This design comes from an exercise in tuning for small area, a short achievable clock period and few clock cycles on the open sky130 flow, not from production work. Power and IR drop assume default switching activity.

## radix_conversion_to_ascii
module radix_conversion_to_ascii #(
	parameter int INT_BITS       = 32,
	parameter int FRAC_BITS      = 32,
	parameter int FRAC_DIGITS    = 10,
	parameter int MAX_INT_DIGITS = 32
) (
	input  logic                clk,
	input  logic                arst_n,
	input  logic                cfg_we,
	input  logic [4:0]          cfg_wdata,
	input  logic                item_valid,
	output logic                item_ready,
	input  logic [63:0]         item_data,    
	output logic                char_valid,
	input  logic                char_ready,
	output logic [7:0]          char_data     
);
clock: 12.0 ns
lec_check: 0
abc_area: 1
cap_margin: 60
core_margin: 2
core_utilization: 40
slew_margin: 60
standard.sh (not shown) runs the stock make flow with config.mk's settings and CLKGATE_MAP_FILE= SYNTH_SCRIPT=/design/flow/synth_recipe.tcl, a recipe that flattens the netlist after the stock synthesis.
==> flow/flow/run.sh <==
#!/bin/bash
# Standard layout, with the timing repair aiming well past the required slack
# and plain buffers on the ports.
set -euo pipefail
bash standard.sh SETUP_SLACK_MARGIN=9.0 "BUFFER_PORTS_ARGS=-buffer_cell sky130_fd_sc_hd__buf_1" finish > standard.log 2>&1
Next try:
==> flow/flow/run.sh (replaced) <==
#!/bin/bash
# Standard layout, with the timing repair aiming well past the required slack
# and plain buffers on the ports.
set -euo pipefail
bash standard.sh SETUP_SLACK_MARGIN=8.5 "BUFFER_PORTS_ARGS=-buffer_cell sky130_fd_sc_hd__buf_1" finish > standard.log 2>&1
--- a/flow/config.mk
+++ b/flow/config.mk
@@ -11,2 +11,3 @@
 export CORE_UTILIZATION = 40
+export CTS_BUF_LIST = sky130_fd_sc_hd__clkbuf_4 sky130_fd_sc_hd__clkbuf_8
 export SLEW_MARGIN = 60
The changed run finished clean.
Via count shrinks by 3.4%.
Total power shrinks by 8.6%.
Utilization shrinks by 4.6 points.
Next try:
==> flow/flow/run.sh (replaced) <==
#!/bin/bash
# Standard layout, with the timing repair aiming well past the required slack
# and plain buffers on the ports.
set -euo pipefail
bash standard.sh SETUP_SLACK_MARGIN=8.0 "BUFFER_PORTS_ARGS=-buffer_cell sky130_fd_sc_hd__buf_1" finish > standard.log 2>&1
--- a/flow/config.mk
+++ b/flow/config.mk
@@ -11,3 +11,2 @@
 export CORE_UTILIZATION = 40
-export CTS_BUF_LIST = sky130_fd_sc_hd__clkbuf_4 sky130_fd_sc_hd__clkbuf_8
 export SLEW_MARGIN = 60
What happened: Worst setup slack got worse by 0.12 ns. Power drops slightly. Routed wire length drops by a few percent. First-iteration DRC count rises by a few percent. Design area shrinks by a few percent. Synthesized area stays the same. Register-to-register slack loses 0.12 ns. Combinational power falls by a few percent. Clock-buffer cell count is lower by 2.
Function was not checked in any run of this note: the RTL went through the layout flow alone.

---

Another version of the RTL of radix_conversion_to_ascii (not shown whole).
Size: roughly 150 flip-flops, about 84 I/O pins, ~14000 µm² of cells after synthesis.
==> flow/config.mk <==
export PLATFORM = sky130hd
export DESIGN_NAME = radix_conversion_to_ascii
export DESIGN_NICKNAME = radix_conversion_to_ascii
export VERILOG_FILES = /design/flow/design.v
export SDC_FILE = /design/flow/constraint.sdc
export NUM_CORES = 4
export LEC_CHECK = 0
export ABC_AREA = 1
export CAP_MARGIN = 60
export CORE_MARGIN = 2
export CORE_UTILIZATION = 40
export SLEW_MARGIN = 60
==> flow/constraint.sdc <==
create_clock -name core_clock -period 12.0 [get_ports {clk}]
set_input_delay 2.4000 -clock core_clock [delete_from_list [all_inputs] [get_ports {clk}]]
set_output_delay 2.4000 -clock core_clock [all_outputs]
set_load 0.01 [all_outputs]
run.sh (not shown) runs the stock make flow with config.mk's settings and CLKGATE_MAP_FILE= SYNTH_SCRIPT=/design/flow/synth_recipe.tcl, a recipe that flattens the netlist after the stock synthesis.
Stock flow here: none of the scripts above is used.
Edit:
--- a/flow/config.mk
+++ b/flow/config.mk
@@ -9 +9 @@
-export CAP_MARGIN = 60
+export CAP_MARGIN = 20
@@ -12 +12 @@
-export SLEW_MARGIN = 60
+export SLEW_MARGIN = 20
The new run finished clean.
Die area does not change.
Worst hold slack barely changes.
Cell area came out lower by 0.58%.
Utilization came out lower by 0.27 points.
Via count is lower by 0.42%.
Global-route usage stays flat.
No functional check of the RTL was part of any run of this note.

==> what the ideal ports hide <==
In the flow no input, the clock included, has a driving cell. The finished layouts below were timed again as built, in two steps.
Step 1: set_driving_cell puts a clkbuf_16 on clk and a buf_2 on each other input, an assumption about the parent block.
Step 2 times the ports against the registers' clock, not the clock port: input delays grow and output delays shrink by t, the midpoint of the rising clock arrivals with the driver on.
Slacks: no drivers / after step 1 / after step 2; pairs: no drivers / after step 1.
run | t, ns | slack for setup (ns) | worst register clock-pin slew, ns
the first run of note 1 | 0.502 | 8.287 / 8.287 / 8.172 | 0.08 / 0.08
the second run of note 1 | 0.536 | 8.333 / 8.333 / 8.041 | 0.10 / 0.10
the third run of note 1 | 0.498 | 8.210 / 8.210 / 7.779 | 0.08 / 0.08
the first run of note 2 | 0.489 | 7.324 / 7.324 / 7.266 | 0.07 / 0.07
the second run of note 2 | 0.494 | 7.198 / 7.198 / 7.198 | 0.07 / 0.07
After both steps setup and hold are still met in every run listed. The setup slack of the third run of note 1, which loses most, moves by 0.000 ns with the drivers and by -0.431 ns with both steps.
